From an optimization exercise on the open Yosys and OpenROAD flow, aimed at small area; shortcuts taken in it are not production practice. Where RTL was checked, it was by simulation tests only, not by an equivalence proof against the original. Function not checked in run 2: the RTL went through the layout flow alone. Power is estimated from default activity; no workload was simulated.

$ cat design.v
package cpu16_pkg;
    localparam int WORD_W    = 16;
    localparam int NUM_REGS  = 8;
    localparam int NUM_LANES = 2;
    localparam int MEM_WORDS = 256;
    localparam int LANE_W    = (NUM_LANES > 1) ? $clog2(NUM_LANES) : 1;
    localparam int REGVAL_W  = NUM_REGS * WORD_W;
    localparam int ISSUE_W   = 16 + 2 * WORD_W + 2;
    localparam int RESULT_W  = 16 + 2 + 2 * WORD_W;
    localparam int RETIRE_W  = 16 + 1 + WORD_W;
    typedef logic [WORD_W-1:0]   word_t;
    typedef logic [15:0]         instr_t;
    typedef logic [2:0]          reg_idx_t;
    typedef logic [7:0]          mem_addr_t;
    typedef logic [LANE_W-1:0]   lane_idx_t;
    typedef logic [REGVAL_W-1:0] regval_t;
    typedef enum logic [3:0] {
        OP_ADD = 4'h0,
        OP_SUB = 4'h1,
        OP_AND = 4'h2,
        OP_OR  = 4'h3,
        OP_XOR = 4'h4,
        OP_SHL = 4'h5,
        OP_LDI = 4'h6,
        OP_LD  = 4'h7,
        OP_NOP = 4'hf
    } opcode_t;
    typedef struct packed {
        instr_t instr;
        word_t  a;
        word_t  b;
        logic   iswb;
        logic   isld;
    } issue_t;
    typedef struct packed {
        instr_t instr;
        logic   iswb;
        logic   isld;
        word_t  aluresult;
        word_t  ldresult;
    } lane_result_t;
    typedef struct packed {
        instr_t instr;
        logic   written;
        word_t  result;
    } retire_t;
    typedef struct packed {
        logic     valid;
        reg_idx_t idx;
        word_t    value;
    } commit_t;
endpackage
`timescale 1ns/100ps
module cpu16_backend
(
    input  logic         clk,
    input  logic         reset,
    input  logic         in_valid,
    output logic         in_ready,
    input  logic [15:0]  in_instr,
    output logic         retire_valid,
    input  logic         retire_ready,
    output logic [32:0]  retire,
    output logic [127:0] regval
);
    logic [127:0] rf;      
    logic [15:0] ins;      
    logic [15:0] acc;      
    logic [1:0]  ph;       
    logic [3:0]  cnt;      
    logic        c;        
    wire [3:0]  op     = ins[15:12];
    wire        nop    = op[3];
    wire [2:0]  rd     = ins[10:8];
    wire        is_sub = (op[2:0] == 3'd1);
    wire        is_log = (op[2:1] == 2'd1) || (op[2:0] == 3'd4);
    wire        is_shl = (op[2:0] == 3'd5);
    wire        is_ldi = (op[2:0] == 3'd6);
    wire        is_ld  = (op[2:0] == 3'd7);
    wire [2:0]  sel  = (ph == 2'd1) ? ins[7:5] : ins[4:2];
    logic [15:0] rv;
    always_comb begin
        case (sel)
            3'd0: rv = rf[15:0];
            3'd1: rv = rf[31:16];
            3'd2: rv = rf[47:32];
            3'd3: rv = rf[63:48];
            3'd4: rv = rf[79:64];
            3'd5: rv = rf[95:80];
            3'd6: rv = rf[111:96];
            default: rv = rf[127:112];
        endcase
    end
    wire        rbit = rv[cnt];
    wire [3:0]  k    = rv[3:0];
    wire        ibit = ins[cnt[2:0]];
    wire        first = (cnt == 4'd0);
    wire        last  = (cnt == 4'd15);
    wire        kend  = (cnt == ~k);
    wire        bop  = is_ld ? (ibit && cnt < 4'd5) : rbit;
    wire        bx   = bop ^ is_sub;
    wire        ci   = first ? ((ph == 2'd3) ? (acc[7:4] == 4'd0) : is_sub) : c;
    wire        a0   = acc[0];
    logic nb;      
    logic cn;      
    logic fin;     
    always_comb begin
        nb  = 1'b0;
        cn  = ci;
        fin = 1'b0;
        case (ph)
            2'd1: begin
                if (nop)
                    nb = 1'b0;
                else if (is_ldi)
                    nb = ibit && !cnt[3];
                else
                    nb = rbit;
                fin = last && (nop || is_ldi);
            end
            2'd2: begin
                if (is_shl) begin
                    nb = a0 && !ci;
                    cn = ci || kend;
                end else if (is_log) begin
                    nb = (op[2:0] == 3'd2) ? (a0 & bop) :
                         (op[2:0] == 3'd3) ? (a0 | bop) : (a0 ^ bop);
                end else begin
                    nb = a0 ^ bx ^ ci;
                    cn = (a0 & bx) | (a0 & ci) | (bx & ci);
                end
                fin = last && !is_shl && !is_ld;
            end
            default: begin
                if (is_shl) begin
                    nb  = a0;
                    fin = kend;
                end else begin
                    nb  = ci && (cnt[3:2] == 2'd0 ? a0 :
                                 cnt[3:2] == 2'd1 ? acc[12] : (cnt == 4'd12));
                    fin = last;
                end
            end
        endcase
    end
    wire [15:0] accn = {nb, acc[15:1]};
    assign in_ready = (ph == 2'd0) && !retire_valid;
    assign retire   = {ins, !nop, acc};
    always_ff @(posedge clk) begin
        if (reset) begin
            ph           <= 2'd0;
            retire_valid <= 1'b0;
        end else begin
            if (ph == 2'd0) begin
                if (in_valid && in_ready)
                    ph <= 2'd1;
            end else if (fin) begin
                ph <= 2'd0;
            end else if (last) begin
                ph <= ph + 2'd1;
            end
            if (ph != 2'd0 && fin)
                retire_valid <= 1'b1;
            else if (retire_ready)
                retire_valid <= 1'b0;
        end
    end
    always_ff @(posedge clk) begin
        if (in_valid && in_ready)
            ins <= in_instr;
    end
    always_ff @(posedge clk) begin
        if (ph == 2'd0)
            cnt <= 4'd0;
        else
            cnt <= cnt + 4'd1;
        c <= cn;
        if (ph != 2'd0)
            acc <= accn;
    end
    wire        wr = ph != 2'd0 && fin && !nop;
    wire [15:0] wd = accn & {16{!reset}};
    always_ff @(posedge clk) begin
        for (int i = 0; i < 8; i++) begin
            if (reset || (wr && rd == 3'(i)))
                rf[i*16 +: 16] <= wd;
        end
    end
    assign regval = rf;
endmodule
$ cat flow/run.sh
#!/bin/bash
# Own layout flow: the standard ORFS flow (standard.sh) with these changes:
#  - synthesis runs flow/synth.tcl, which is synth_recipe.tcl with the final ABC
#    mapping done by the area-oriented script flow/area.abc (no delay target);
#    registers are untouched, so they match the standard synthesis;
#  - every port still gets its own buffer, but a buf_1 rather than the default cell;
#  - clock tree synthesis uses small clock buffers and no dummy loads.
# Each tool's output goes to ORFS's own logs under orfs/logs; make's to flow.log.
set -euo pipefail
W=$PWD
export AREA_ABC_SCRIPT=$W/flow/area.abc
export BUFFER_PORTS_ARGS="-buffer_cell sky130_fd_sc_hd__buf_1"
export CTS_ARGS="-sink_clustering_enable -repair_clock_nets -dont_use_dummy_load -sink_clustering_size 40 -sink_clustering_max_diameter 120 -buf_list {sky130_fd_sc_hd__clkbuf_8}"
sed "s|SYNTH_SCRIPT=[^ ]*|SYNTH_SCRIPT=$W/flow/synth.tcl|" standard.sh > own_standard.sh
bash own_standard.sh finish > flow.log 2>&1
$ cat flow/area.abc
strash
&get -n
&st
&dch -f
&nf -a -R 1000
&put
topo
$ cat flow/synth.tcl
# The standard flow's synthesis script (synth_recipe.tcl) with one change: the final ABC
# mapping runs an area-oriented script, without a delay target.
proc synth {args} { yosys synth -nofsm -noshare {*}$args }
proc abc {args} {
  set i [lsearch -exact $args -script]
  if {$i >= 0} { set args [lreplace $args [expr {$i + 1}] [expr {$i + 1}] $::env(AREA_ABC_SCRIPT)] }
  set i [lsearch -exact $args -D]
  if {$i >= 0} { set args [lreplace $args $i [expr {$i + 1}]] }
  puts "area abc: $args"
  yosys abc {*}$args
}
source $::env(SCRIPTS_DIR)/synth.tcl
# left out here: clear keep_hierarchy, flatten, clean up, hide names made inside functions, write 1_2_yosys.v
$ cat standard.sh
#!/bin/bash
# synth_recipe.tcl (not shown) runs the flow's synth.tcl, then flattens the netlist and writes it again
# the make line also repeats each setting of config.mk as NAME=value (left out here)
make -C /OpenROAD-flow-scripts/flow DESIGN_CONFIG=/design/flow/config.mk WORK_HOME=/design/flow/orfs CLKGATE_MAP_FILE= SYNTH_SCRIPT=/design/flow/synth_recipe.tcl "${@:-finish}"
$ cat config.mk
export PLATFORM = sky130hd
export DESIGN_NAME = cpu16_backend
export DESIGN_NICKNAME = cpu16_backend
export VERILOG_FILES = /design/flow/design.v
export SDC_FILE = /design/flow/constraint.sdc
export NUM_CORES = 4
export LEC_CHECK = 0
export CAP_MARGIN = 20
export CORE_MARGIN = 2
export CORE_UTILIZATION = 40
export PLACE_DENSITY = 0.6
export SLEW_MARGIN = 20
$ cat constraint.sdc
create_clock -name core_clock -period 5.0 [get_ports {clk}]
set_input_delay 1.0000 -clock core_clock [delete_from_list [all_inputs] [get_ports {clk}]]
set_output_delay 1.0000 -clock core_clock [all_outputs]
set_load 0.01 [all_outputs]
==> flow_summary.json, run 1 <==
{
  "synth_cells": 403,
  "cts_buffers": 17,
  "drc": 0,
  "worstPathRequired_ns": 5.27,
  "io_buffers": 182,
  "drive_gt1_share_pct": 9.984,
  "drtIter0Drc": 558,
  "status": "no timing/DRC/antenna violations",
  "fin_crit_ns": 4.609,
  "nFillCells": 1454,
  "holdBufCountCts": 0,
  "worst_pin_slew_ns": 0.7059,
  "crit_arrival_ns": 4.87,
  "avgRoutedWirePerCell_um": 23.25,
  "cp_slowest_cell": "fa_1",
  "cp_cell_sequence": "inv_2 > ha_4 > mux2i_2 > buf_4 > nand2b_1 > nor2_1 > buf_6 > buf_4 > a222oi_1 > nand4_1 > o21ai_0 > mux4_2 > a22o_1 > a21oi_2 > a21oi_2 > xor2_1 > fa_1 > o21ai_0 > a21oi_1 > nand2_1 > a31oi_2 > nor2b_4",
  "yosysSeqAreaShare_pct": 75.27,
  "ant_nets": 0,
  "syn_area_per_cell_um2": 16.37,
  "area_growth_pct": 22.38,
  "wl_met1_um": 8095,
  "h-tree-depth": 4,
  "worstSkewPairLatency_ns": 0.46,
  "grt.total_usage_pct": 22.42,
  "vias_per_cell": 5.738,
  "critical_path_class": "flop to flop",
  "path_max_fanout": 11,
  "ys_types": 35,
  "ios": 183,
  "die_area_um2": 17530,
  "final_util_pct": 50.45,
  "finish.net_count": 663,
  "cts.sinks": 168,
  "rsz0062_at_grt": "no",
  "netlist_area_um2": 6596,
  "powerDensity_nw_per_um2": 374.2,
  "vias": 4860,
  "reg2reg_slack_ns": 0.39,
  "grt_pass1_wl_um": 29190,
  "routabilityCongestion": 0.8968,
  "coreArea_um2": 16000,
  "cpPeakStageDelay_ns": 0.52,
  "ys.warnings.count": 1,
  "maxCapViolations": 0,
  "cts_tree": "done",
  "row_count": 46,
  "cts.clk_slew.worst_paths_ns": 0.10,
  "grt_pass1_vias": 4919,
  "hpwl_um": 13690,
  "clock_path_buffers": 2,
  "setup_viol": 0,
  "path_buf_inv": 4,
  "min_path_type": "flop to flop",
  "antenna_found_initial": 0,
  "maxUsedRoutingLayer": "met4",
  "fp.dieW_um": 132.4,
  "diodes": 0,
  "total_power_w": 0.003021,
  "cp_top_family": "compound AO/OA/AOI/OAI gates",
  "wl_met2_um": 9805,
  "synth_ff_type": "edfxtp_1",
  "grt_max_degree": 28,
  "die_h_um": 132.4,
  "ys_async_sr_fraction_pct": 0,
  "p_leak_nw": 2.701,
  "first_pass_iters": 6,
  "start_kind": "flop",
  "grt_remaining_overflow": 0,
  "vdd_drop_max_uv": 176.4,
  "relSlewSlack_pct": 52.50,
  "max_freq_ghz": 0.2170,
  "clockRootBuffer": "clkbuf_8",
  "start_util_pct": 41.23,
  "route.met3.wl_um": 1415,
  "hold_viol_final": 0,
  "final_max_slew_viol_count": 0,
  "end_kind": "flop",
  "syn_nets": 433,
  "ys_seq_elements": 168,
  "fin_worst_skew_ns": 0.03760,
  "fin_crit_sh_pct": 92.17,
  "wl_um": 19690,
  "synth_edf_count": 160
}
[through the flow]
stage	area, um2	hold WS, ns	setup TNS [ns]	cells	setup slack (ns)
2_1_floorplan	6596	0.4995	0	403	0.06886
3_3_place_gp	7765	0.4579	0	829	0.08665
3_5_place_dp	7765	0.4692	-1.357	829	-0.1697
4_1_cts	8008	0.4765	0	846	0.01211
5_1_grt	8073	0.4889	0	847	0.08689
6_report	8073	0.4777	0	847	0.3914
[final timing paths]
kind | startpoint | end | cells after the start
min reg2reg | acc[8] | acc[7] | 0
max reg2reg | ph[1] | rf[47] | 22
max | ph[1] | rf[47] | 22
min | acc[8] | acc[7] | 0
[routing by layer]
layer,vias to the layer above,track usage (%)
li1,2104,-
met1,2443,29.58
met2,282,36.36
met3,31,5.172
met4,0,8.542
met5,-,0
[timing repair]
item | in CTS | in global routing
setup endpoints to repair | 8 | 9
setup buffers | 0 | 1
gates resized for setup | 3 | 13
pin swaps | 0 | 1
[state kept, by name, indices dropped and copies added (netlist names)]
| name | cells |
|---|---|
| ins | 16 |
| c | 1 |
| acc | 16 |
| cnt | 4 |
| ph | 2 |
| rf | 128 |
| retire_valid | 1 |
[cells in the final DEF (no fill, tap or decap), types with 14 or more instances in the layout]
cell / count
clkinv_1: 15
nor2_1: 19
a22oi_1: 21
buf_4: 28
edfxtp_1: 160
clkbuf_8: 17
nand2_1: 14
buf_1: 182
nor2b_1: 18
nand4_1: 14
o21ai_0: 25
a222oi_1: 18
[synthesized netlist by cell type (3+ instances only)]
master / count / area share (%)
edfxtp_1: 160 / 73
a22oi_1: 21 / 2.4
a222oi_1: 18 / 2.7
nor2_1: 21 / 1.2
a21oi_1: 10 / 0.76
clkinv_1: 16 / 0.91
nand2_1: 14 / 0.80
xnor2_1: 5 / 0.66
mux4_2: 4 / 1.4
o21ai_0: 25 / 1.9
ha_1: 9 / 1.7
a31oi_1: 4 / 0.38
nor3_1: 3 / 0.23
nor2b_1: 19 / 1.8
nand4_1: 14 / 1.3
nand3_1: 5 / 0.38
nand2b_1: 5 / 0.47
a221oi_1: 4 / 0.53
mux2i_1: 5 / 0.76
a22o_1: 6 / 0.80
a41o_1: 8 / 1.2
dfxtp_1: 8 / 2.4
[report_power, final]
group | internal (W) | total (W) | switching (W)
Clock | 0.000300 | 0.000711 | 0.000411
Combinational | 0.000201 | 0.000541 | 0.000340
Sequential | 0.00168 | 0.00177 | 0.0000896
[cell families after synthesis]
| group | synth area share (%) |
|---|---|
| xor gates and xnor gates | 0.9295 |
| AOI/OAI and AO/OA | 11.78 |
| muxes | 2.295 |
| and+or+nand+nor | 6.582 |
| adders and majority gates | 2.011 |
| DFF | 75.27 |
| buffers and inverters | 1.138 |
[layout make-up]
type                       count  area [um2]  area share (%)
clock buffer                  17       234.0           2.898
inverter                      16       60.06          0.7440
multi-input combinational    217        1617           20.02
sequential                   168        4965           61.50
tap                          216       270.3           3.348
timing repair buffer         213       927.1           11.48
==> run 2, diff against run 1 <==
--- a/design.v
+++ b/design.v
@@ -96,3 +96,2 @@
     wire        ibit = ins[cnt[2:0]];
-    wire        first = (cnt == 4'd0);
     wire        last  = (cnt == 4'd15);
@@ -101,4 +100,6 @@
     wire        bx   = bop ^ is_sub;
-    wire        ci   = first ? ((ph == 2'd3) ? (acc[7:4] == 4'd0) : is_sub) : c;
     wire        a0   = acc[0];
+    wire        sum  = a0 ^ bx ^ c;
+    wire        cry  = (a0 & bx) | (a0 & c) | (bx & c);
+    wire        is_ao = (op[2:1] == 2'd1);
     logic nb;      
@@ -108,3 +109,3 @@
         nb  = 1'b0;
-        cn  = ci;
+        cn  = c;
         fin = 1'b0;
@@ -119,2 +120,3 @@
                 fin = last && (nop || is_ldi);
+                cn  = is_sub || (op[2:0] == 3'd3);
             end
@@ -122,10 +124,8 @@
                 if (is_shl) begin
-                    nb = a0 && !ci;
-                    cn = ci || kend;
-                end else if (is_log) begin
-                    nb = (op[2:0] == 3'd2) ? (a0 & bop) :
-                         (op[2:0] == 3'd3) ? (a0 | bop) : (a0 ^ bop);
+                    nb = a0 && !c;
+                    cn = c || kend;
                 end else begin
-                    nb = a0 ^ bx ^ ci;
-                    cn = (a0 & bx) | (a0 & ci) | (bx & ci);
+                    nb = is_ao ? cry : sum;
+                    if (!is_log)
+                        cn = last ? (acc[8:5] == 4'd0) : cry;
                 end
@@ -138,4 +138,4 @@
                 end else begin
-                    nb  = ci && (cnt[3:2] == 2'd0 ? a0 :
-                                 cnt[3:2] == 2'd1 ? acc[12] : (cnt == 4'd12));
+                    nb  = c && (cnt[3:2] == 2'd0 ? a0 :
+                                cnt[3:2] == 2'd1 ? acc[12] : (cnt == 4'd12));
                     fin = last;
==> run 2 against run 1 <==
Net effect: still clean on timing, DRC and antenna; synthesized cell count fell by 3.0%; count of clock-buffer cells in the layout did not move; sequential share of layout area rose by 0.57 points; non-clock buffer count fell by 3; routed wire length rose by 1.1%; clock skew rose by 0.0017 ns; hold slack improved by 0.0070 ns; combinational power rose by 5.7%; global-route usage rose by 0.51 points; first-iteration DRC count fell by 2.0%; total power rose by 1.7%; critical path type unchanged; critical endpoint is now rf[31].
==> flow_summary.json, run 2 <==
{
  "yosys-top-cells-count": "161 x edfxtp_1, 19 x nor2_1, 18 x a222oi_1, 18 x nor2b_1",
  "r2r-end": "rf[31]",
  "synth_cells": 391,
  "cts_tree": "done",
  "ys_async_sr_fraction_pct": 0,
  "grt_max_degree": 28,
  "clock_path_buffers": 2,
  "max_freq_ghz": 0.2131,
  "cts.clk_slew.worst_paths_ns": 0.10,
  "post_cts_buffers": 0,
  "layout_commonest_cell": "buf_1",
  "die_h_um": 131.7,
  "min_to": "acc[3]",
  "cts_buffers": 17,
  "fin_worst_skew_ns": 0.03928,
  "first_pass_iters": 8,
  "antenna_found_initial": 0,
  "yosysTopAreaCell": "edfxtp_1",
  "coreArea_um2": 15940,
  "yosysSeqAreaShare_pct": 76.24,
  "powerDensity_nw_per_um2": 383.5,
  "total_power_w": 0.003074,
  "synth_most_common_cell": "edfxtp_1",
  "critical_path_class": "flop to flop",
  "start_kind": "flop",
  "avgRoutedWirePerCell_um": 23.92,
  "hold-path-cell-count": 0,
  "synth_area_leaders": "edfxtp_1 74%, a222oi_1 2.8%, dfxtp_1 2.1%",
  "tns_ns": 0,
  "path_max_fanout": 8,
  "hpwl_um": 13680,
  "grt_pass1_wl_um": 29150,
  "clockRootBuffer": "clkbuf_8",
  "worst_pin_slew_ns": 0.8735,
  "die_area_um2": 17350,
  "largest_registers": "rf x128, acc x16, ins x16",
  "drtIter0Drc": 547,
  "hold_viol_final": 0,
  "final_util_pct": 50.28,
  "synth_edf_count": 161,
  "diodes": 0,
  "wl_um": 19900,
  "syn_nets": 418,
  "ios": 183,
  "layout_common_cells": "182 x buf_1, 161 x edfxtp_1, 26 x buf_4",
  "end_kind": "flop",
  "ys_seq_elements": 168,
  "regMostFlops": "rf",
  "drive_gt1_share_pct": 10.71,
  "status": "no timing/DRC/antenna violations",
  "fin_crit_ns": 4.693,
  "rr_worst_depth": 19,
  "h-tree-depth": 4,
  "vias": 4806,
  "worstSkewPairLatency_ns": 0.47,
  "relSlewSlack_pct": 41.41,
  "hold_slack_ns": 0.4847,
  "grt_remaining_overflow": 0,
  "area_growth_pct": 22.86,
  "syn_area_per_cell_um2": 16.69,
  "reg2reg_from": "ph[1]",
  "p_leak_nw": 2.673,
  "ant_nets": 0,
  "drc": 0,
  "grt.total_usage_pct": 22.93,
  "synth_top_cell_area_share_pct": 74.09,
  "cts.sinks": 168,
  "crit_arrival_ns": 4.86,
  "vias_per_cell": 5.776,
  "grt_pass1_vias": 4743,
  "ys.warnings.count": 1,
  "vdd_drop_max_uv": 160.2,
  "io_buffers": 182,
  "finish.net_count": 645,
  "netlist_area_um2": 6525,
  "routabilityCongestion": 0.8762,
  "ys_types": 37,
  "row_count": 46,
  "min_path_type": "flop to flop",
  "setup_viol": 0,
  "largest_reg_flops": 128,
  "fp.dieW_um": 131.7,
  "start_util_pct": 40.93,
  "reg2reg_slack_ns": 0.31,
  "worstHoldStart": "acc[4]",
  "worstPathRequired_ns": 5.16,
  "synth_ff_type": "edfxtp_1",
  "maxCapViolations": 0,
  "fin_crit_sh_pct": 93.87,
  "final_max_slew_viol_count": 0
}
run 2: worst max path at each step:
stage,from,end,slack [ns],cells past startpoint
floorplan,ph[0],rf[111],0.14,17
global placement,ph[0],rf[63],0.15,20
detailed placement,ph[0],rf[95],-0.07,18
CTS,ph[0],rf[127],0.06,20
global route,ph[1],rf[31],-0.008,19
finish,ph[1],rf[31],0.31,19
run 2: layout make-up:
cell class / instances / area, um2
Fill cell: 1418 / 7926
Sequential cell: 168 / 4976
Multi-Input combinational cell: 205 / 1567
Timing Repair Buffer: 210 / 909.6
Tap cell: 216 / 270.3
Clock buffer: 17 / 234.0
Inverter: 16 / 60.06
run 2: per-stage QoR:
| stage | setup slack [ns] | instance area (um2) | cells |
|---|---|---|---|
| final | 0.3066 | 8016 | 832 |
| after global routing | -0.007888 | 8016 | 832 |
| after CTS | 0.06271 | 7939 | 832 |
| after detailed placement | -0.06982 | 7696 | 815 |
| after global placement | 0.1533 | 7696 | 815 |
| after floorplan | 0.1402 | 6530 | 391 |
run 2: where the power goes:
part | internal [W] | switching [W]
Combinational | 0.000211 | 0.000361
Clock | 0.000300 | 0.000408
Sequential | 0.00169 | 0.000102
run 2: critical path, stage by stage, from the launching register on:
cell,delay [ns]
dfxtp_1,0.32
inv_2,0.09
ha_4,0.23
mux2i_4,0.37
nand2_2,0.12
nor2_1,0.14
buf_4,0.20
a22oi_1,0.10
nand4_1,0.10
o21ai_0,0.14
mux4_2,0.47
a222oi_1,0.36
a22oi_1,0.17
xor2_1,0.17
fa_1,0.48
nand3b_1,0.09
o221ai_1,0.11
a32o_1,0.23
mux2_1,0.32
nor2b_2,0.20
run 2: cells by family after synthesis:
group,after synthesis,synth area share (%)
xor+xnor,7,0.9396
mux,9,2.013
buf+inv,18,1.150
fa+ha+maj,7,1.457
flops,168,76.24
simple gates,90,7.152
compound gates,92,11.05
run 2: what timing repair did:
| item | CTS | global route |
|---|---|---|
| setup endpoints to repair | 8 | 9 |
| cloned | 0 | 0 |
| pin swaps | 0 | 2 |
| resized for setup | 3 | 21 |
| hold buffers | 0 | 0 |
run 2: routing by layer:
layer	wire (um)	track usage (%)	vias to the layer above
met2	9683	37.43	319
met1	7842	29.53	2394
li1	-	-	2063
met5	0	0	-
met3	2033	6.404	30
met4	342	8.213	0
==> run 3, diff against run 2 <==
--- a/design.v
+++ b/design.v
@@ -71,2 +71,3 @@
     logic        c;        
+    logic        wb;       
     wire [3:0]  op     = ins[15:12];
@@ -146,3 +147,3 @@
     wire [15:0] accn = {nb, acc[15:1]};
-    assign in_ready = (ph == 2'd0) && !retire_valid;
+    assign in_ready = (ph == 2'd0) && !wb && !retire_valid;
     assign retire   = {ins, !nop, acc};
@@ -151,2 +152,3 @@
             ph           <= 2'd0;
+            wb           <= 1'b0;
             retire_valid <= 1'b0;
@@ -161,3 +163,4 @@
             end
-            if (ph != 2'd0 && fin)
+            wb <= ph != 2'd0 && fin;
+            if (wb)
                 retire_valid <= 1'b1;
@@ -180,4 +183,4 @@
     end
-    wire        wr = ph != 2'd0 && fin && !nop;
-    wire [15:0] wd = accn & {16{!reset}};
+    wire        wr = wb && !nop;
+    wire [15:0] wd = acc & {16{!reset}};
     always_ff @(posedge clk) begin
--- a/config.mk
+++ b/config.mk
@@ -10,2 +10,3 @@
 export CORE_UTILIZATION = 40
+export GPL_TIMING_DRIVEN = 0
 export PLACE_DENSITY = 0.6
==> run 3 against run 2 <==
Net effect: still clean; non-clock buffer count down 16; count of clock-buffer cells in the layout stayed put; final cell count down 1.2%; sequential cell count rose by 1; via count fell by 2.2%; hold slack lost 0.0050 ns; synthesized cell count grew 1.5%; largest cell class unchanged; highest routed layer unchanged.
==> flow_summary.json, run 3 <==
{
  "largest_registers": "rf x128, acc x16, ins x16",
  "ios": 183,
  "fin_crit_ns": 4.700,
  "cp_cell_sequence": "clkinv_1 > ha_2 > mux2i_4 > nand2_1 > nor2_4 > buf_6 > a222oi_1 > nand4_1 > o21ai_0 > mux4_2 > a21oi_1 > mux2i_1 > a21oi_1 > xnor2_1 > fa_1 > nor3b_1 > o21ai_0 > a31oi_1",
  "setup_viol": 0,
  "vdd_drop_max_uv": 221.1,
  "h-tree-depth": 4,
  "antenna_found_initial": 0,
  "crit_arrival_ns": 4.96,
  "holdBufCountCts": 0,
  "grt_pass1_wl_um": 28680,
  "start_kind": "flop",
  "yosysTopAreaCell": "edfxtp_1",
  "grt_pass1_vias": 4637,
  "p_sw_w": 0.001746,
  "worstSkewPairLatency_ns": 0.46,
  "synth_top_cell_area_share_pct": 73.47,
  "min_path_type": "flop to flop",
  "seq_power_share_pct": 49.1,
  "ys.warnings.count": 1,
  "synth_edf_count": 161,
  "cts.sinks": 169,
  "vias": 4698,
  "clockRootBuffer": "clkbuf_8",
  "cts_buffers": 17,
  "ys_types": 40,
  "layout_common_cells": "181 x buf_1, 161 x edfxtp_1, 24 x a22oi_1",
  "hold_viol_final": 0,
  "p_leak_nw": 2.594,
  "cts_tree": "done",
  "final_util_pct": 49.92,
  "synth_most_common_cell": "edfxtp_1",
  "hpwl_um": 13400,
  "maxUsedRoutingLayer": "met4",
  "io_buffers": 182,
  "grt_max_degree": 33,
  "finish.net_count": 635,
  "relSlewSlack_pct": 25.44,
  "worst_pin_slew_ns": 1.118,
  "regMostFlops": "rf",
  "yosys-top-cells-count": "161 x edfxtp_1, 24 x a22oi_1, 23 x nor2_1",
  "largest_reg_flops": 128,
  "route.met3.wl_um": 1836,
  "fp.dieW_um": 132.3,
  "end_kind": "flop",
  "layout_commonest_cell": "buf_1",
  "clock_path_buffers": 2,
  "synth_area_leaders": "edfxtp_1 73%, a222oi_1 2.9%, a22oi_1 2.7%",
  "yosysSeqAreaShare_pct": 75.91,
  "wl_met1_um": 7758,
  "grt.total_usage_pct": 22.36,
  "row_count": 46,
  "critical_path_class": "flop to flop",
  "coreArea_um2": 16000,
  "comb_power_share_pct": 35.5,
  "ant_nets": 0,
  "start_util_pct": 41.12,
  "die_h_um": 132.3,
  "cp_slowest_cell": "mux4_2",
  "routabilityCongestion": 0.8307,
  "total_power_w": 0.004666,
  "worstPathRequired_ns": 5.26,
  "fin_worst_skew_ns": 0.03515,
  "rr_worst_depth": 18,
  "cts.clk_slew.worst_paths_ns": 0.07,
  "netlist_area_um2": 6580,
  "first_pass_iters": 5,
  "vias_per_cell": 5.715,
  "diodes": 0,
  "cpPeakStageDelay_ns": 0.50,
  "synth_cells": 397,
  "area_growth_pct": 21.39,
  "synth_ff_type": "edfxtp_1",
  "status": "no timing/DRC/antenna violations",
  "internal_power_w": 0.002920,
  "ys_async_sr_fraction_pct": 0,
  "fin_crit_sh_pct": 94.00,
  "hold-path-cell-count": 0,
  "avgRoutedWirePerCell_um": 24.05,
  "max_freq_ghz": 0.2128,
  "grt_remaining_overflow": 0,
  "rsz0062_at_grt": "no",
  "drive_gt1_share_pct": 7.921,
  "path_max_fanout": 9,
  "drc": 0,
  "syn_nets": 424,
  "die_area_um2": 17490,
  "wl_met2_um": 9897,
  "maxCapViolations": 0,
  "swShare_pct": 37.41,
  "powerDensity_nw_per_um2": 584.2,
  "wl_um": 19770,
  "power_frac_clock_pct": 15.4,
  "ys_seq_elements": 169,
  "syn_area_per_cell_um2": 16.57,
  "drtIter0Drc": 506,
  "final_max_slew_viol_count": 0
}
[run 3: worst paths after layout]
| check | from | end | slack, ns |
|---|---|---|---|
| hold / removal | acc[15] | acc[14] | 0.48 |
| hold reg to reg | acc[15] | acc[14] | 0.48 |
| setup / recovery | ph[1] | acc[15] | 0.30 |
| setup reg to reg | ph[1] | acc[15] | 0.30 |
[run 3: metrics by stage]
| stage | std cells | hold WS, ns | area (um2) | worst slack, ns | setup TNS [ns] |
|---|---|---|---|---|---|
| floorplan | 397 | 0.4520 | 6580 | 0.5204 | 0 |
| global placement | 795 | 0.4617 | 7533 | -1.412 | -4.602 |
| detailed placement | 803 | 0.4600 | 7642 | 0.1484 | 0 |
| global route | 822 | 0.4984 | 7988 | 0.0005773 | 0 |
| finish | 822 | 0.4797 | 7988 | 0.3000 | 0 |
| CTS | 820 | 0.4804 | 7876 | 0.1341 | 0 |
[run 3: cell type report]
type                            count  area (um2)
Multi-Input combinational cell    215        1622
Sequential cell                   169        4995
Timing Repair Buffer              192       810.8
Inverter                           11       41.29
Buffer                              2       15.01
Fill cell                        1431        8013
Tap cell                          216       270.3
Clock buffer                       17       234.0
[run 3: kinds of logic after synthesis]
| kind of cell | share of synthesized area (%) |
|---|---|
| mux | 2.795 |
| flops | 75.91 |
| fa+ha+maj | 1.445 |
| compound gates | 10.42 |
| buf+inv | 0.8556 |
| xor+xnor | 0.9318 |
| simple gates | 7.644 |
[run 3: power groups by stage]
stage | clock network [W] | registers [W] | logic (W)
after floorplan | 0 | 0.00237 | 0.000773
after global placement | 0 | 0.00231 | 0.00147
after detailed placement | 0 | 0.00232 | 0.00157
after CTS | 0.000735 | 0.00229 | 0.00157
after global routing | 0.000782 | 0.00234 | 0.00179
final | 0.000718 | 0.00229 | 0.00165
[run 3: timing repair]
item	CTS	global route
hold endpoints to repair	0	0
setup endpoints to repair	0	1
buffers inserted	0	2
resized for setup	0	15
[run 3: per-layer routing]
metal,global-route usage [%],up-vias
met5,0,-
met4,6.989,0
met3,6.305,25
met2,37.47,251
met1,28.33,2380
li1,-,2042
[run 3: critical path: cells and delay by family, from the launching register on]
kind	cells	cell delay [ns]
compound gates	6	1.05
mux	3	1.01
simple gates	4	0.90
fa+ha+maj	2	0.78
flops	1	0.33
buf+inv	2	0.29
xor+xnor	1	0.16
==> run 4, diff against run 3 <==
--- a/flow/run.sh
+++ b/flow/run.sh
@@ -12,2 +12,3 @@
 export BUFFER_PORTS_ARGS="-buffer_cell sky130_fd_sc_hd__buf_1"
+export GPL_KEEP_OVERFLOW=0
 export CTS_ARGS="-sink_clustering_enable -repair_clock_nets -dont_use_dummy_load -sink_clustering_size 40 -sink_clustering_max_diameter 120 -buf_list {sky130_fd_sc_hd__clkbuf_8}"
--- a/config.mk
+++ b/config.mk
@@ -10,3 +10,2 @@
 export CORE_UTILIZATION = 40
-export GPL_TIMING_DRIVEN = 0
 export PLACE_DENSITY = 0.6
==> run 4 against run 3 <==
Net effect: still clean on timing, DRC and antenna; critical path depth stayed put; sequential power barely moved; count of clock-buffer cells in the layout unchanged; first-iteration DRC count is 7.1% lower; synthesized cell count unchanged; core utilization down 0.66 points; routed wire length down 1.7%; clock power fell by 0.8%.
==> flow_summary.json, run 4 <==
{
  "ant_nets": 0,
  "yosys-top-cells-count": "161 x edfxtp_1, 24 x a22oi_1, 23 x nor2_1",
  "vdd_drop_max_uv": 278.8,
  "relSlewSlack_pct": 30.26,
  "synth_compound_area_share_pct": 10.42,
  "first_pass_iters": 7,
  "yosysSeqAreaShare_pct": 75.91,
  "path_max_fanout": 9,
  "critical_path_class": "flop to flop",
  "total_power_w": 0.004548,
  "holdBufCountCts": 0,
  "synth_ff_type": "edfxtp_1",
  "vias": 4649,
  "layout_commonest_cell": "buf_1",
  "worstSkewPairLatency_ns": 0.46,
  "fin_crit_sh_pct": 94.49,
  "post_dp_cell_area_um2": 7630,
  "grt_max_degree": 33,
  "h-tree-depth": 4,
  "synth_top_family_by_area": "compound AO/OA/AOI/OAI gates",
  "cp_slowest_cell": "mux2i_1",
  "max_freq_ghz": 0.2117,
  "die_h_um": 132.3,
  "grt_pass1_wl_um": 28220,
  "cp_top_family": "multiplexers",
  "regMostFlops": "rf",
  "ys_seq_elements": 169,
  "grt_remaining_overflow": 0,
  "yosysTopAreaCell": "edfxtp_1",
  "cp_cell_sequence": "clkinv_1 > ha_1 > mux2i_1 > nand2b_1 > nor2_2 > buf_8 > a222oi_1 > nand4_1 > o21ai_0 > mux4_2 > a21oi_1 > mux2i_1 > a21oi_1 > xnor2_1 > fa_1 > nor3b_1 > o21ai_0 > a31oi_1",
  "rsz0062_at_grt": "no",
  "ys_types": 40,
  "cpPeakStageDelay_ns": 0.52,
  "wl_um": 19430,
  "drtIter0Drc": 470,
  "largest_reg_flops": 128,
  "cts_buffers": 17,
  "path_buf_inv": 2,
  "netlist_area_um2": 6580,
  "fin_worst_skew_ns": 0.03016,
  "maxCapViolations": 0,
  "status": "no timing/DRC/antenna violations",
  "start_kind": "flop",
  "worst_pin_slew_ns": 1.046,
  "ios": 183,
  "final_max_slew_viol_count": 0,
  "ys.warnings.count": 1,
  "nFillCells": 1477,
  "end_kind": "flop",
  "drc": 0,
  "row_count": 46,
  "syn_nets": 424,
  "crit_arrival_ns": 5.02,
  "p_leak_nw": 2.561,
  "drive_gt1_share_pct": 6.323,
  "ys_async_sr_fraction_pct": 0,
  "finish.net_count": 630,
  "io_buffers": 182,
  "largest_registers": "rf x128, acc x16, ins x16",
  "diodes": 0,
  "synthAdderAreaFrac_pct": 1.445,
  "routabilityCongestion": 0.8573,
  "powerDensity_nw_per_um2": 577.0,
  "layout_common_cells": "181 x buf_1, 161 x edfxtp_1, 24 x a22oi_1",
  "hpwl_um": 13730,
  "die_area_um2": 17490,
  "synthMuxAreaShare_pct": 2.795,
  "fin_crit_ns": 4.725,
  "area_growth_pct": 19.78,
  "vias_per_cell": 5.690,
  "cts_tree": "done",
  "synth_edf_count": 161,
  "synthXorXnorAreaFrac_pct": 0.9317,
  "cts.sinks": 169,
  "synth_most_common_cell": "edfxtp_1",
  "grt.total_usage_pct": 22.09,
  "fp.dieW_um": 132.3,
  "regArea_um2": 4995,
  "setup_viol": 0,
  "stdcell_area_um2": 7881,
  "final_util_pct": 49.26,
  "grt_pass1_vias": 4610,
  "antenna_found_initial": 0,
  "hold_viol_final": 0,
  "clockRootBuffer": "clkbuf_8",
  "cts.clk_slew.worst_paths_ns": 0.09,
  "worstPathRequired_ns": 5.29,
  "syn_area_per_cell_um2": 16.57,
  "multiInputGateArea_um2": 1567,
  "min_path_type": "flop to flop",
  "coreArea_um2": 16000,
  "synth_cells": 397,
  "clock_path_buffers": 2,
  "synth_top_cell_area_share_pct": 73.47,
  "synth_area_leaders": "edfxtp_1 73%, a222oi_1 2.9%, a22oi_1 2.7%",
  "synth-simple-area-share_pct": 7.644,
  "avgRoutedWirePerCell_um": 23.79,
  "start_util_pct": 41.12
}
## run 4: stage by stage
step                      setup slack (ns)  TNS (ns)  hold slack, ns  instances
after detailed placement            0.1618         0          0.4581        800
final                               0.2753         0          0.4913        817
after floorplan                     0.5204         0          0.4520        397
after CTS                           0.1518         0          0.4936        817
after global routing              0.001707         0          0.5178        817
after global placement             -0.7894    -2.220          0.4649        793
## run 4: worst paths after layout
path / from / end / slack (ns) / cells past startpoint
max: ph[1] / acc[15] / 0.28 / 18
min: acc[4] / acc[3] / 0.49 / 0
max reg2reg: ph[1] / acc[15] / 0.28 / 18
min reg2reg: acc[4] / acc[3] / 0.49 / 0
## run 4: kinds of logic (layout without fill, tap and decap cells)
| family | after synthesis | count (layout) |
|---|---|---|
| DFF | 169 | 169 |
| muxes | 12 | 12 |
| adders and majority gates | 7 | 7 |
| AOI/OAI and AO/OA | 93 | 93 |
| and+or+nand+nor | 96 | 96 |
| buffers and inverters | 13 | 217 |
| xor gates and xnor gates | 7 | 7 |
## run 4: final cells by class
cell class	instances	share of cell area (%)
Timing Repair Buffer	189	9.827
Tap cell	216	3.429
Sequential cell	169	63.38
Inverter	11	0.5239
Clock buffer	17	2.969
Multi-Input combinational cell	215	19.88
## run 4: layer usage
metal  track usage (%)  up-vias  part of all wire (%)
met5                 0        -                     0
met4             7.945        0                   1.7
met3             4.998       26                   7.9
met2             36.28      245                    49
met1             29.04     2342                    41
li1                  -     2036                     -
## run 4: timing repair
item                                   4_1_cts  5_1_grt
setup buffers                                0        0
gates resized for setup                      0        4
endpoints found under the hold margin        0        0
setup endpoints to repair                    0        2
## run 4: where the power goes
part / total [W] / internal (W) / switching (W)
logic: 0.00152 / 0.000546 / 0.000977
registers: 0.00231 / 0.00203 / 0.000286
clock network: 0.000712 / 0.000300 / 0.000413
total: 0.00455 / 0.00287 / 0.00168
==> run 5, diff against run 4 <==
--- a/flow/run.sh
+++ b/flow/run.sh
@@ -12,3 +12,2 @@
 export BUFFER_PORTS_ARGS="-buffer_cell sky130_fd_sc_hd__buf_1"
-export GPL_KEEP_OVERFLOW=0
 export CTS_ARGS="-sink_clustering_enable -repair_clock_nets -dont_use_dummy_load -sink_clustering_size 40 -sink_clustering_max_diameter 120 -buf_list {sky130_fd_sc_hd__clkbuf_8}"
==> run 5 against run 4 <==
Net effect: cell area decreased by 0.24%; maximum frequency increased by 3.6%; first-iteration DRC count decreased by 5.3%; largest cell class unchanged; still clean; largest power group unchanged; die area unchanged; sequential cell count unchanged; clock skew increased by 0.0036 ns; highest routed layer unchanged.
==> flow_summary.json, run 5 <==
{
  "fp.dieW_um": 132.3,
  "layout_common_cells": "182 x buf_1, 161 x edfxtp_1, 24 x a22oi_1",
  "syn_nets": 424,
  "total_power_w": 0.004554,
  "synth_cells": 397,
  "synth_most_common_cell": "edfxtp_1",
  "holdBufCountCts": 0,
  "finish.net_count": 637,
  "syn_area_per_cell_um2": 16.57,
  "cp_top_family": "multiplexers",
  "tns_ns": 0,
  "row_count": 46,
  "synth_top_cell_area_share_pct": 73.47,
  "stdcell_area_um2": 7863,
  "antenna_found_initial": 0,
  "vias": 4717,
  "start_kind": "flop",
  "rr_worst_depth": 19,
  "rsz0062_at_grt": "no",
  "yosysTopAreaCell": "edfxtp_1",
  "diodes": 0,
  "coreArea_um2": 16000,
  "clockRootBuffer": "clkbuf_8",
  "post_dp_cell_area_um2": 7629,
  "status": "no timing/DRC/antenna violations",
  "start_util_pct": 41.12,
  "largest_registers": "rf x128, acc x16, ins x16",
  "worst_pin_slew_ns": 1.136,
  "regMostFlops": "rf",
  "layout_commonest_cell": "buf_1",
  "critPathLaunch": "ph[1]",
  "cpPeakStageDelay_ns": 0.52,
  "max_freq_ghz": 0.2192,
  "largest_reg_flops": 128,
  "clock_path_buffers": 2,
  "hold_slack_ns": 0.4914,
  "crit_arrival_ns": 4.83,
  "yosys-top-cells-count": "161 x edfxtp_1, 24 x a22oi_1, 23 x nor2_1",
  "fin_crit_ns": 4.562,
  "fin_worst_skew_ns": 0.03377,
  "maxCapViolations": 0,
  "end_kind": "flop",
  "vdd_drop_max_uv": 226.1,
  "h-tree-depth": 4,
  "cts.clk_slew.worst_paths_ns": 0.09,
  "avgRoutedWirePerCell_um": 24.08,
  "regArea_um2": 4995,
  "grt_remaining_overflow": 0,
  "wl_um": 19850,
  "cts_tree": "done",
  "ctsResizeCount": 0,
  "cts_buffers": 17,
  "cp_cell_sequence": "clkinv_1 > ha_1 > mux2i_1 > nand2_1 > nor2_1 > buf_4 > a22o_1 > a221oi_1 > nand3_1 > o21ai_0 > mux4_2 > a21oi_1 > mux2i_1 > a21oi_1 > xnor2_1 > fa_1 > nor3b_1 > o21ai_0 > a31oi_1",
  "path_depth": 19,
  "grt.total_usage_pct": 22.43,
  "io_buffers": 182,
  "ys_async_sr_fraction_pct": 0,
  "drive_gt1_share_pct": 6.086,
  "hpwl_um": 13330,
  "ys_types": 40,
  "die_h_um": 132.3,
  "grt_pass1_vias": 4690,
  "relSlewSlack_pct": 24.25,
  "layoutNonFillerInstCount": 824,
  "post_cts_buffers": 0,
  "ys_seq_elements": 169,
  "setup_viol": 0,
  "final_max_slew_viol_count": 0,
  "nFillCells": 1436,
  "die_area_um2": 17490,
  "first_pass_iters": 7,
  "synth_area_leaders": "edfxtp_1 73%, a222oi_1 2.9%, a22oi_1 2.7%",
  "hold_viol_final": 0,
  "multiInputGateArea_um2": 1534,
  "vias_per_cell": 5.725,
  "reg2reg_from": "ph[1]",
  "cts.sinks": 169,
  "drc": 0,
  "netlist_area_um2": 6580,
  "path_max_fanout": 16,
  "drtIter0Drc": 445,
  "routabilityCongestion": 0.8114,
  "yosysSeqAreaShare_pct": 75.91,
  "grt_max_degree": 33,
  "synth_edf_count": 161,
  "grt_pass1_wl_um": 28840,
  "path_buf_inv": 2,
  "hold-path-cell-count": 0,
  "critical_path_class": "flop to flop",
  "ios": 183,
  "ys.warnings.count": 1,
  "ant_nets": 0,
  "p_leak_nw": 2.580,
  "synth_ff_type": "edfxtp_1",
  "powerDensity_nw_per_um2": 579.2,
  "min_path_type": "flop to flop",
  "area_growth_pct": 19.49,
  "worstSkewPairLatency_ns": 0.46,
  "worstPathRequired_ns": 5.27,
  "fin_crit_sh_pct": 91.24,
  "cp_slowest_cell": "mux4_2",
  "dp.cells": 807,
  "worstHoldStart": "acc[4]"
}
[run 5: cell counts after synthesis]
Identical to the previous run, type by type.
[run 5: where the power goes]
| part | leakage [nW] | switching (W) | internal (W) |
|---|---|---|---|
| registers | 1.68 | 0.000277 | 0.00202 |
| clock network | 0.122 | 0.000419 | 0.000301 |
| logic | 0.775 | 0.000989 | 0.000544 |
[run 5: layout make-up]
type                       instances  share of cell area, %
tap                              216                  3.437
clock buffer                      17                  2.976
inverter                          11                 0.5251
sequential                       169                  63.53
timing repair buffer             196                  10.03
multi-input combinational        215                  19.51
[run 5: stage by stage]
step / util, % / setup WS, ns
finish: 49.14 / 0.4380
global route: 49.14 / 0.1033
CTS: 49.14 / 0.4894
detailed placement: 47.68 / 0.5300
floorplan: - / 0.5204
global placement: 47.68 / 0.7442
[run 5: path summary, 6_finish.rpt]
check	to	slack (ns)
worst min register to register	acc[3]	0.49
worst min-delay path	acc[3]	0.49
worst max-delay path	acc[15]	0.44
worst max register to register	acc[15]	0.44
[run 5: logic make-up after synthesis]
| kind of cell | share of synthesized area [%] |
|---|---|
| DFF | 75.91 |
| and+or+nand+nor | 7.644 |
| AOI/OAI and AO/OA | 10.42 |
| buffers and inverters | 0.8556 |
| muxes | 2.795 |
| xor gates and xnor gates | 0.9318 |
| adders and majority gates | 1.445 |
[run 5: routing by layer]
layer	vias up	share of wire (%)	routed length, um	global-route usage, %
li1	2043	-	-	-
met1	2394	41	8119	30.04
met2	255	50	9861	37.36
met3	25	7.8	1550	3.922
met4	0	1.6	315	7.467
met5	-	0	0	0
==> run 6, diff against run 5 <==
--- a/config.mk
+++ b/config.mk
@@ -9,4 +9,4 @@
 export CORE_MARGIN = 2
-export CORE_UTILIZATION = 40
-export PLACE_DENSITY = 0.6
+export CORE_UTILIZATION = 60
+export PLACE_DENSITY = 0.75
 export SLEW_MARGIN = 20
==> run 6 against run 5 <==
Net effect: cell area shrank 1.4%; critical path depth is the same; combinational power is essentially flat; core utilization grew 23 points; die area shrank 32%; via count grew 0.93%; maximum frequency grew 3.2%.
==> flow_summary.json, run 6 <==
{
  "status": "no timing/DRC/antenna violations",
  "ant_nets": 0,
  "synth_top_cell_area_share_pct": 73.47,
  "max_freq_ghz": 0.2261,
  "relSlewSlack_pct": 27.74,
  "synth_edf_count": 161,
  "synth_most_common_cell": "edfxtp_1",
  "yosys-top-cells-count": "161 x edfxtp_1, 24 x a22oi_1, 23 x nor2_1",
  "ios": 183,
  "pre_cts_slack_ns": 0.6314,
  "drtIter0Drc": 601,
  "layout_commonest_cell": "buf_1",
  "grt_pass1_vias": 4512,
  "largest_registers": "rf x128, acc x16, ins x16",
  "antenna_found_initial": 0,
  "grt_remaining_overflow": 0,
  "final_util_pct": 71.83,
  "ys.warnings.count": 1,
  "synth_area_leaders": "edfxtp_1 73%, a222oi_1 2.9%, a22oi_1 2.7%",
  "cts.sinks": 169,
  "setup_viol": 0,
  "syn_area_per_cell_um2": 16.57,
  "largest_reg_flops": 128,
  "grt_max_degree": 33,
  "yosysSeqAreaShare_pct": 75.91,
  "internal_power_w": 0.002862,
  "cpPeakStageDelay_ns": 0.47,
  "die_h_um": 108.7,
  "area_growth_pct": 17.82,
  "ctsResizeCount": 0,
  "final_max_slew_viol_count": 0,
  "cts_tree": "done",
  "diodes": 0,
  "hpwl_um": 11860,
  "power_frac_clock_pct": 15.6,
  "avgRoutedWirePerCell_um": 23.82,
  "fin_worst_skew_ns": 0.02686,
  "layout_common_cells": "182 x buf_1, 161 x edfxtp_1, 24 x a22oi_1",
  "p_leak_nw": 2.571,
  "clockRootBuffer": "clkbuf_8",
  "grt_pass1_wl_um": 25230,
  "cp_slowest_cell": "mux2i_1",
  "fin_crit_ns": 4.422,
  "path_max_fanout": 10,
  "yosysTopAreaCell": "edfxtp_1",
  "cts.clk_slew.worst_paths_ns": 0.07,
  "hold_viol_final": 0,
  "die_area_um2": 11820,
  "wl_um": 17770,
  "vias": 4761,
  "routabilityCongestion": 0.9038,
  "drc": 0,
  "fin_crit_sh_pct": 88.45,
  "start_kind": "flop",
  "vias_per_cell": 6.382,
  "syn_nets": 424,
  "holdBufCountCts": 0,
  "start_util_pct": 60.97,
  "grt.total_usage_pct": 30.58,
  "seq_power_share_pct": 51.1,
  "drive_gt1_share_pct": 5.776,
  "ys_types": 40,
  "worst_pin_slew_ns": 1.084,
  "rsz0062_at_grt": "no",
  "min_path_type": "flop to flop",
  "coreArea_um2": 10790,
  "powerDensity_nw_per_um2": 580.1,
  "stdcell_area_um2": 7752,
  "ys_seq_elements": 169,
  "p_sw_w": 0.001635,
  "first_pass_iters": 6,
  "fp.dieW_um": 108.7,
  "synth_cells": 397,
  "nFillCells": 749,
  "worstSkewPairLatency_ns": 0.45,
  "vdd_drop_max_uv": 378.1,
  "cp_cell_sequence": "clkinv_1 > ha_1 > mux2i_1 > clkinv_1 > nand2_1 > nor2_1 > buf_4 > a222oi_1 > nand4_1 > o21ai_0 > mux4_2 > mux2i_1 > mux2i_1 > a21oi_1 > xnor2_1 > fa_1 > nor3b_1 > o21ai_0 > a31oi_1",
  "clock_path_buffers": 2,
  "cts_buffers": 17,
  "end_kind": "flop",
  "comb_power_share_pct": 33.3,
  "synth_ff_type": "edfxtp_1",
  "netlist_area_um2": 6580,
  "post_dp_cell_area_um2": 7518,
  "fin_ws_ns": 0.5777,
  "io_buffers": 182,
  "worstPathRequired_ns": 5.28,
  "crit_arrival_ns": 4.70,
  "maxCapViolations": 0,
  "swShare_pct": 36.35,
  "row_count": 38,
  "cp_top_family": "multiplexers",
  "critical_path_class": "flop to flop",
  "finish.net_count": 635,
  "hold_slack_ns": 0.4903,
  "path_buf_inv": 3,
  "h-tree-depth": 4,
  "ys_async_sr_fraction_pct": 0,
  "regMostFlops": "rf",
  "post_cts_buffers": 0,
  "cpMostUsedCell": "mux2i_1",
  "tns_ns": 0
}
[run 6: cell types whose count changed in the layout (fill, tap and decap cells not counted), sizes merged]
cell,delta
buf,-2
[run 6: metal layers]
metal	global-route usage [%]	share of wire, %	vias to the layer above
li1	-	-	2041
met5	0	0	-
met4	13.64	1.8	0
met2	47.05	49	377
met1	42.54	39	2309
met3	6.754	11	34
[run 6: cells by family (layout without fill, tap and decap cells)]
| family | count (synthesis) | after routing | synth area share [%] |
|---|---|---|---|
| flops | 169 | 169 | 75.91 |
| xor+xnor | 7 | 7 | 0.9318 |
| mux | 12 | 12 | 2.795 |
| buf+inv | 13 | 222 | 0.8556 |
| compound gates | 93 | 93 | 10.42 |
| simple gates | 96 | 96 | 7.644 |
| fa+ha+maj | 7 | 7 | 1.445 |
[run 6: power by group through the flow]
stage | combinational [W] | sequential [W] | clock, W
after floorplan | 0.000773 | 0.00237 | 0
after global placement | 0.00143 | 0.00231 | 0
after detailed placement | 0.00147 | 0.00232 | 0
after CTS | 0.00148 | 0.00229 | 0.000700
after global routing | 0.00162 | 0.00233 | 0.000756
final | 0.00150 | 0.00230 | 0.000702
[run 6: metrics by stage]
step,power (W),std cells
floorplan,0.003148,397
global placement,0.003740,729
detailed placement,0.003791,729
CTS,0.004472,746
global route,0.004709,746
finish,0.004497,746
[run 6: final cells by class]
class / count / area (um2) / share of cell area [%]
sequential: 169 / 4995 / 64.43
multi-input combinational: 215 / 1534 / 19.79
timing repair buffer: 194 / 773.2 / 9.974
clock buffer: 17 / 234.0 / 3.018
tap: 140 / 175.2 / 2.260
inverter: 11 / 41.29 / 0.5326
[run 6: path summary, 6_finish.rpt]
check | depth (start not counted) | startpoint | slack, ns | end
worst max-delay path | 19 | ph[1] | 0.58 | acc[15]
worst min-delay path | 0 | acc[9] | 0.49 | acc[8]
worst max register to register | 19 | ph[1] | 0.58 | acc[15]
worst min register to register | 0 | acc[9] | 0.49 | acc[8]
==> run 7, diff against run 6 <==
--- a/config.mk
+++ b/config.mk
@@ -10,2 +10,3 @@
 export CORE_UTILIZATION = 60
+export GPL_TIMING_DRIVEN = 0
 export PLACE_DENSITY = 0.75
==> run 7 against run 6 <==
Net effect: sequential cell count unchanged; synthesized cell count unchanged; sequential power about the same; worst setup slack got worse by 0.29 ns; clock skew increased by 0.0010 ns; critical endpoint unchanged.
==> flow_summary.json, run 7 <==
{
  "status": "no timing/DRC/antenna violations",
  "avgRoutedWirePerCell_um": 24.22,
  "grt.total_usage_pct": 30.80,
  "routabilityCongestion": 0.8643,
  "hold_viol_final": 0,
  "synth_cells": 397,
  "yosysTopAreaCell": "edfxtp_1",
  "synth_area_leaders": "edfxtp_1 73%, a222oi_1 2.9%, a22oi_1 2.7%",
  "worstSkewPairLatency_ns": 0.44,
  "rr_worst_depth": 17,
  "cpPeakStageDelay_ns": 0.48,
  "fin_crit_ns": 4.710,
  "synth_ff_type": "edfxtp_1",
  "io_buffers": 182,
  "powerDensity_nw_per_um2": 586.9,
  "pre_cts_slack_ns": -0.0008420,
  "ys_types": 40,
  "cts_buffers": 17,
  "vdd_drop_max_uv": 346.1,
  "cp_cell_sequence": "ha_2 > mux2i_2 > nand2_1 > nor2_4 > buf_8 > a222oi_1 > nand4_1 > o21ai_0 > mux4_2 > mux2i_1 > mux2i_1 > a21oi_1 > xnor2_1 > fa_1 > nor3b_1 > o21ai_0 > a31oi_1",
  "maxCapViolations": 0,
  "fin_ws_ns": 0.2900,
  "coreArea_um2": 10790,
  "synthXorXnorAreaFrac_pct": 0.9317,
  "synth-simple-area-share_pct": 7.644,
  "path_max_fanout": 12,
  "synth_compound_area_share_pct": 10.42,
  "grt_max_degree": 33,
  "cts_tree": "done",
  "path_depth": 17,
  "post_dp_cell_area_um2": 7565,
  "largest_reg_flops": 128,
  "grt_pass1_wl_um": 25230,
  "worstPathRequired_ns": 5.22,
  "relSlewSlack_pct": 31.48,
  "wl_um": 18020,
  "grt_remaining_overflow": 0,
  "antenna_found_initial": 0,
  "first_pass_iters": 5,
  "p_leak_nw": 2.581,
  "stdcell_area_um2": 7840,
  "synthAdderAreaFrac_pct": 1.445,
  "worst_pin_slew_ns": 1.028,
  "hold_slack_ns": 0.4853,
  "diodes": 0,
  "grt_pass1_vias": 4356,
  "cp_top_family": "multiplexers",
  "final_max_slew_viol_count": 0,
  "cts.sinks": 169,
  "syn_nets": 424,
  "vias": 4667,
  "start_kind": "flop",
  "layout_commonest_cell": "buf_1",
  "start_util_pct": 60.97,
  "min_path_type": "flop to flop",
  "hpwl_um": 11940,
  "fin_crit_sh_pct": 94.20,
  "crit_arrival_ns": 4.93,
  "vias_per_cell": 6.273,
  "cp_slowest_cell": "mux4_2",
  "synth_edf_count": 161,
  "die_area_um2": 11820,
  "max_freq_ghz": 0.2123,
  "synth_most_common_cell": "edfxtp_1",
  "largest_registers": "rf x128, acc x16, ins x16",
  "tns_ns": 0,
  "finish.net_count": 633,
  "setup_viol": 0,
  "layout_common_cells": "181 x buf_1, 161 x edfxtp_1, 24 x a22oi_1",
  "drive_gt1_share_pct": 7.285,
  "yosys-top-cells-count": "161 x edfxtp_1, 24 x a22oi_1, 23 x nor2_1",
  "ys_async_sr_fraction_pct": 0,
  "drc": 0,
  "syn_area_per_cell_um2": 16.57,
  "end_kind": "flop",
  "ant_nets": 0,
  "area_growth_pct": 19.15,
  "clockRootBuffer": "clkbuf_8",
  "ys.warnings.count": 1,
  "synth_top_cell_area_share_pct": 73.47,
  "clock_path_buffers": 2,
  "path_buf_inv": 1,
  "total_power_w": 0.004602,
  "die_h_um": 108.7,
  "hold-path-cell-count": 0,
  "row_count": 38,
  "cts.clk_slew.worst_paths_ns": 0.09,
  "yosysSeqAreaShare_pct": 75.91,
  "critical_path_class": "flop to flop",
  "regMostFlops": "rf",
  "synthMuxAreaShare_pct": 2.795,
  "h-tree-depth": 4,
  "ys_seq_elements": 169,
  "synth_top_family_by_area": "compound AO/OA/AOI/OAI gates",
  "drtIter0Drc": 530,
  "fin_worst_skew_ns": 0.02789,
  "fp.dieW_um": 108.7,
  "ios": 183,
  "netlist_area_um2": 6580
}
[run 7: worst register-to-register path, cell delays in order, from the launching register on]
cell and delay (ns):
dfxtp_1 0.38, ha_2 0.34, mux2i_2 0.43, nand2_1 0.25
nor2_4 0.26, buf_8 0.22, a222oi_1 0.13, nand4_1 0.14
o21ai_0 0.14, mux4_2 0.48, mux2i_1 0.17, mux2i_1 0.16
a21oi_1 0.21, xnor2_1 0.16, fa_1 0.46, nor3b_1 0.21
o21ai_0 0.11, a31oi_1 0.27
[run 7: layer usage]
metal / part of all wire (%) / track usage (%) / wire, um
met5: 0 / 0 / 0
met4: 2.3 / 12.09 / 411
met3: 11 / 7.412 / 2021
met1: 37 / 40.82 / 6731
met2: 49 / 49.91 / 8857
[run 7: metrics by stage]
stage	std cells	util (%)
final	744	72.64
after detailed placement	727	70.09
after floorplan	397	-
after global placement	719	68.92
after global routing	744	72.64
after CTS	744	72.27
[run 7: timing repair]
item | CTS | global route
endpoints found under the hold margin | 0 | 0
gates resized for setup | 1 | 9
setup endpoints to repair | 1 | 1
hold buffers | 0 | 0
pin swaps | 0 | 1
setup buffers | 0 | 0
[run 7: path summary, 6_finish.rpt]
| check | startpoint | to | slack [ns] |
|---|---|---|---|
| setup / recovery | ph[0] | acc[15] | 0.29 |
| hold / removal | acc[11] | acc[10] | 0.49 |
| setup reg to reg | ph[0] | acc[15] | 0.29 |
| hold reg to reg | acc[11] | acc[10] | 0.49 |
[run 7: kinds of logic after synthesis]
kind of cell               Yosys count
muxes                               12
and+or+nand+nor                     96
buffers and inverters               13
AOI/OAI and AO/OA                   93
adders and majority gates            7
xor gates and xnor gates             7
DFF                                169
[run 7: power breakdown]
part           total [W]  switching (W)  internal, W
clock           0.000703       0.000402     0.000301
sequential       0.00228       0.000257      0.00202
combinational    0.00162        0.00104     0.000574
[run 7: final cells by class]
cell class,count,area (um2)
sequential,169,4995
inverter,11,41.29
timing repair buffer,190,789.5
tap,140,175.2
clock buffer,17,234.0
buffer,2,15.01
fill,728,2953
multi-input combinational,215,1590
==> run 8, diff against run 7 <==
--- a/config.mk
+++ b/config.mk
@@ -9,5 +9,4 @@
 export CORE_MARGIN = 2
-export CORE_UTILIZATION = 60
-export GPL_TIMING_DRIVEN = 0
-export PLACE_DENSITY = 0.75
+export CORE_UTILIZATION = 75
+export PLACE_DENSITY = 0.85
 export SLEW_MARGIN = 20
==> run 8 against run 7 <==
Net effect: worst setup slack worse by 0.10 ns; clock skew up 0.0048 ns; still clean on timing, DRC and antenna; via count up 12%; combinational power down 4%; clock power up 2%; largest power group unchanged; critical path type unchanged; sequential cell count unchanged; core utilization up 17 points; register-to-register slack worse by 0.10 ns; area after synthesis unchanged; cell area down 1.7%; routed wire length up 9.4%.
==> flow_summary.json, run 8 <==
{
  "worstHoldStart": "acc[4]",
  "area_growth_pct": 17.17,
  "synth_area_leaders": "edfxtp_1 73%, a222oi_1 2.9%, a22oi_1 2.7%",
  "die_area_um2": 9538,
  "min_path_type": "flop to flop",
  "hold_slack_ns": 0.4767,
  "yosysSeqAreaShare_pct": 75.91,
  "fin_worst_skew_ns": 0.03273,
  "final_max_slew_viol_count": 0,
  "clockRootBuffer": "clkbuf_8",
  "powerDensity_nw_per_um2": 597.4,
  "vias_per_cell": 7.341,
  "syn_nets": 424,
  "fin_crit_ns": 4.813,
  "drc": 0,
  "first_pass_iters": 9,
  "grt_pass1_vias": 4977,
  "cts_buffers": 17,
  "p_leak_nw": 2.565,
  "total_power_w": 0.004606,
  "start_kind": "flop",
  "reg2reg_from": "ph[1]",
  "grt_remaining_overflow": 0,
  "r2r-end": "acc[15]",
  "reg2reg_slack_ns": 0.19,
  "ys_async_sr_fraction_pct": 0,
  "drtIter0Drc": 914,
  "ys_types": 40,
  "diodes": 0,
  "hold_viol_final": 0,
  "worst_pin_slew_ns": 1.108,
  "post_cts_buffers": 0,
  "worstPathRequired_ns": 5.26,
  "row_count": 34,
  "max_freq_ghz": 0.2078,
  "cts.sinks": 169,
  "yosysTopAreaCell": "edfxtp_1",
  "hpwl_um": 13100,
  "die_h_um": 97.67,
  "regMostFlops": "rf",
  "critical_path_class": "flop to flop",
  "fp.dieW_um": 97.67,
  "drive_gt1_share_pct": 5.950,
  "largest_reg_flops": 128,
  "nFillCells": 334,
  "avgRoutedWirePerCell_um": 27.64,
  "end_kind": "flop",
  "synth_edf_count": 161,
  "hold-path-cell-count": 0,
  "synth_cells": 397,
  "synth_top_cell_area_share_pct": 73.47,
  "syn_area_per_cell_um2": 16.57,
  "largest_registers": "rf x128, acc x16, ins x16",
  "io_buffers": 182,
  "relSlewSlack_pct": 26.13,
  "tns_ns": 0,
  "synth_most_common_cell": "edfxtp_1",
  "min_to": "acc[3]",
  "wl_um": 19710,
  "routabilityCongestion": 0.9546,
  "coreArea_um2": 8593,
  "finish.net_count": 634,
  "layout_common_cells": "182 x buf_1, 161 x edfxtp_1, 24 x a22oi_1",
  "yosys-top-cells-count": "161 x edfxtp_1, 24 x a22oi_1, 23 x nor2_1",
  "ys.warnings.count": 1,
  "worstSkewPairLatency_ns": 0.44,
  "layout_commonest_cell": "buf_1",
  "grt_max_degree": 33,
  "ys_seq_elements": 169,
  "rr_worst_depth": 18,
  "setup_viol": 0,
  "vias": 5234,
  "start_util_pct": 76.57,
  "synth_ff_type": "edfxtp_1",
  "grt_pass1_wl_um": 28430,
  "antenna_found_initial": 0,
  "crit_arrival_ns": 5.07,
  "ios": 183,
  "clock_path_buffers": 2,
  "ant_nets": 0,
  "grt.total_usage_pct": 40.73,
  "h-tree-depth": 4,
  "path_max_fanout": 12,
  "cts_tree": "done",
  "status": "no timing/DRC/antenna violations",
  "rsz0062_at_grt": "no",
  "netlist_area_um2": 6580,
  "cts.clk_slew.worst_paths_ns": 0.09,
  "fin_crit_sh_pct": 96.25,
  "vdd_drop_max_uv": 429.9,
  "maxCapViolations": 0
}
==> run 8: cell counts after synthesis <==
No cell type changed its count.
==> run 8: metal layers <==
metal  GRT usage, %  vias to the layer above  wire length (um)
met3          9.137                      109              3155
met4          18.06                        0               880
met1          53.75                     2425              6102
met2          66.31                      661              9570
li1               -                     2039                 -
met5              0                        -                 0
==> run 8: cell families (layout without fill, tap and decap cells) <==
kind of cell,count (synthesis),in the layout,synth area share (%)
muxes,12,12,2.795
DFF,169,169,75.91
AOI/OAI and AO/OA,93,93,10.42
buffers and inverters,13,221,0.8556
xor gates and xnor gates,7,7,0.9318
and+or+nand+nor,96,96,7.644
adders and majority gates,7,7,1.445
==> run 8: how the worst max path moves through the flow <==
stage / start / endpoint / slack [ns] / cells past startpoint
5_1_grt: ph[1] / acc[15] / 0.06 / 18
3_5_place_dp: ph[1] / acc[15] / 0.29 / 18
4_1_cts: ph[1] / acc[15] / 0.25 / 18
3_3_place_gp: ph[1] / acc[15] / 0.66 / 18
6_report: ph[1] / acc[15] / 0.19 / 18
2_1_floorplan: ph[1] / acc[15] / 0.52 / 17
==> run 8: repair_timing <==
item,CTS,global route
hold buffers,0,0
endpoints found under the setup margin,0,1
endpoints found under the hold margin,0,0
gates resized for setup,0,2
==> run 8: final cells by class <==
class	count	area, um2	area share [%]
clock buffers	17	234.0	3.035
inverters	11	41.29	0.5355
multi-input cells	215	1539	19.96
flip-flops and latches	169	4995	64.78
well taps	108	135.1	1.753
repair buffers	193	765.7	9.932
==> run 8: critical path, stage by stage (launching register included) <==
cell	delay (ns)
dfxtp_1	0.34
clkinv_1	0.07
ha_1	0.37
mux2i_1	0.47
nand2_1	0.16
nor2_2	0.31
buf_4	0.30
a22oi_1	0.13
nand4_1	0.11
o21ai_0	0.21
mux4_2	0.52
mux2i_1	0.18
mux2i_1	0.13
a21oi_1	0.18
xnor2_1	0.16
fa_1	0.44
nor3b_1	0.24
o21ai_0	0.14
a31oi_1	0.18
==> run 8: stage by stage <==
stage | util, % | area [um2] | setup slack (ns) | std cells
5_1_grt | 89.72 | 7710 | 0.06236 | 713
3_3_place_gp | 86.94 | 7471 | 0.6577 | 696
4_1_cts | 89.66 | 7705 | 0.2521 | 713
3_5_place_dp | 86.94 | 7471 | 0.2869 | 696
2_1_floorplan | - | 6580 | 0.5204 | 397
6_report | 89.72 | 7710 | 0.1875 | 713
==> run 8: where the power goes <==
group          switching (W)  internal, W  total (W)
Combinational        0.00103     0.000533    0.00156
Sequential          0.000300      0.00203    0.00233
Clock               0.000415     0.000301   0.000716
Total                0.00174      0.00286    0.00461

-- static timing again, ports no longer ideal --
The results above use ideal ports. As a check the final layouts listed here were re-extracted and re-timed, cells and wires unchanged. Step 1 (the two cells are an assumption about what drives the block):
set clk [get_ports {clk}]
set_driving_cell -lib_cell sky130_fd_sc_hd__clkbuf_16 $clk
set_driving_cell -lib_cell sky130_fd_sc_hd__buf_2 [delete_from_list [all_inputs] $clk]
Step 2 times the ports against the registers' clock, not the clock port: input delays grow and output delays shrink by t, the midpoint of the rising clock arrivals with the driver on. a / b / c = no drivers / after step 1 / after step 2; a / b = the first two.
| run | t (ns) | setup slack, ns | hold WS [ns] | latest minus earliest clock arrival (ns) | cell pins on the clock port's net |
|---|---|---|---|---|---|
| run 1 | 0.480 | 0.391 / 0.391 / 0.391 | 0.478 / 0.478 / 0.478 | 0.038 / 0.038 | 1 |
| run 2 | 0.489 | 0.307 / 0.307 / 0.307 | 0.485 / 0.485 / 0.485 | 0.039 / 0.040 | 1 |
| run 3 | 0.474 | 0.300 / 0.300 / 0.300 | 0.480 / 0.480 / 0.480 | 0.038 / 0.039 | 1 |
| run 4 | 0.475 | 0.275 / 0.275 / 0.275 | 0.491 / 0.491 / 0.491 | 0.044 / 0.044 | 1 |
| run 5 | 0.476 | 0.438 / 0.438 / 0.438 | 0.491 / 0.491 / 0.491 | 0.037 / 0.038 | 1 |
| run 6 | 0.470 | 0.578 / 0.578 / 0.578 | 0.490 / 0.490 / 0.490 | 0.027 / 0.027 | 1 |
| run 7 | 0.464 | 0.290 / 0.290 / 0.290 | 0.485 / 0.485 / 0.485 | 0.028 / 0.029 | 1 |
| run 8 | 0.457 | 0.187 / 0.188 / 0.188 | 0.477 / 0.477 / 0.477 | 0.033 / 0.033 | 1 |
After both steps setup and hold are still met in every run listed.
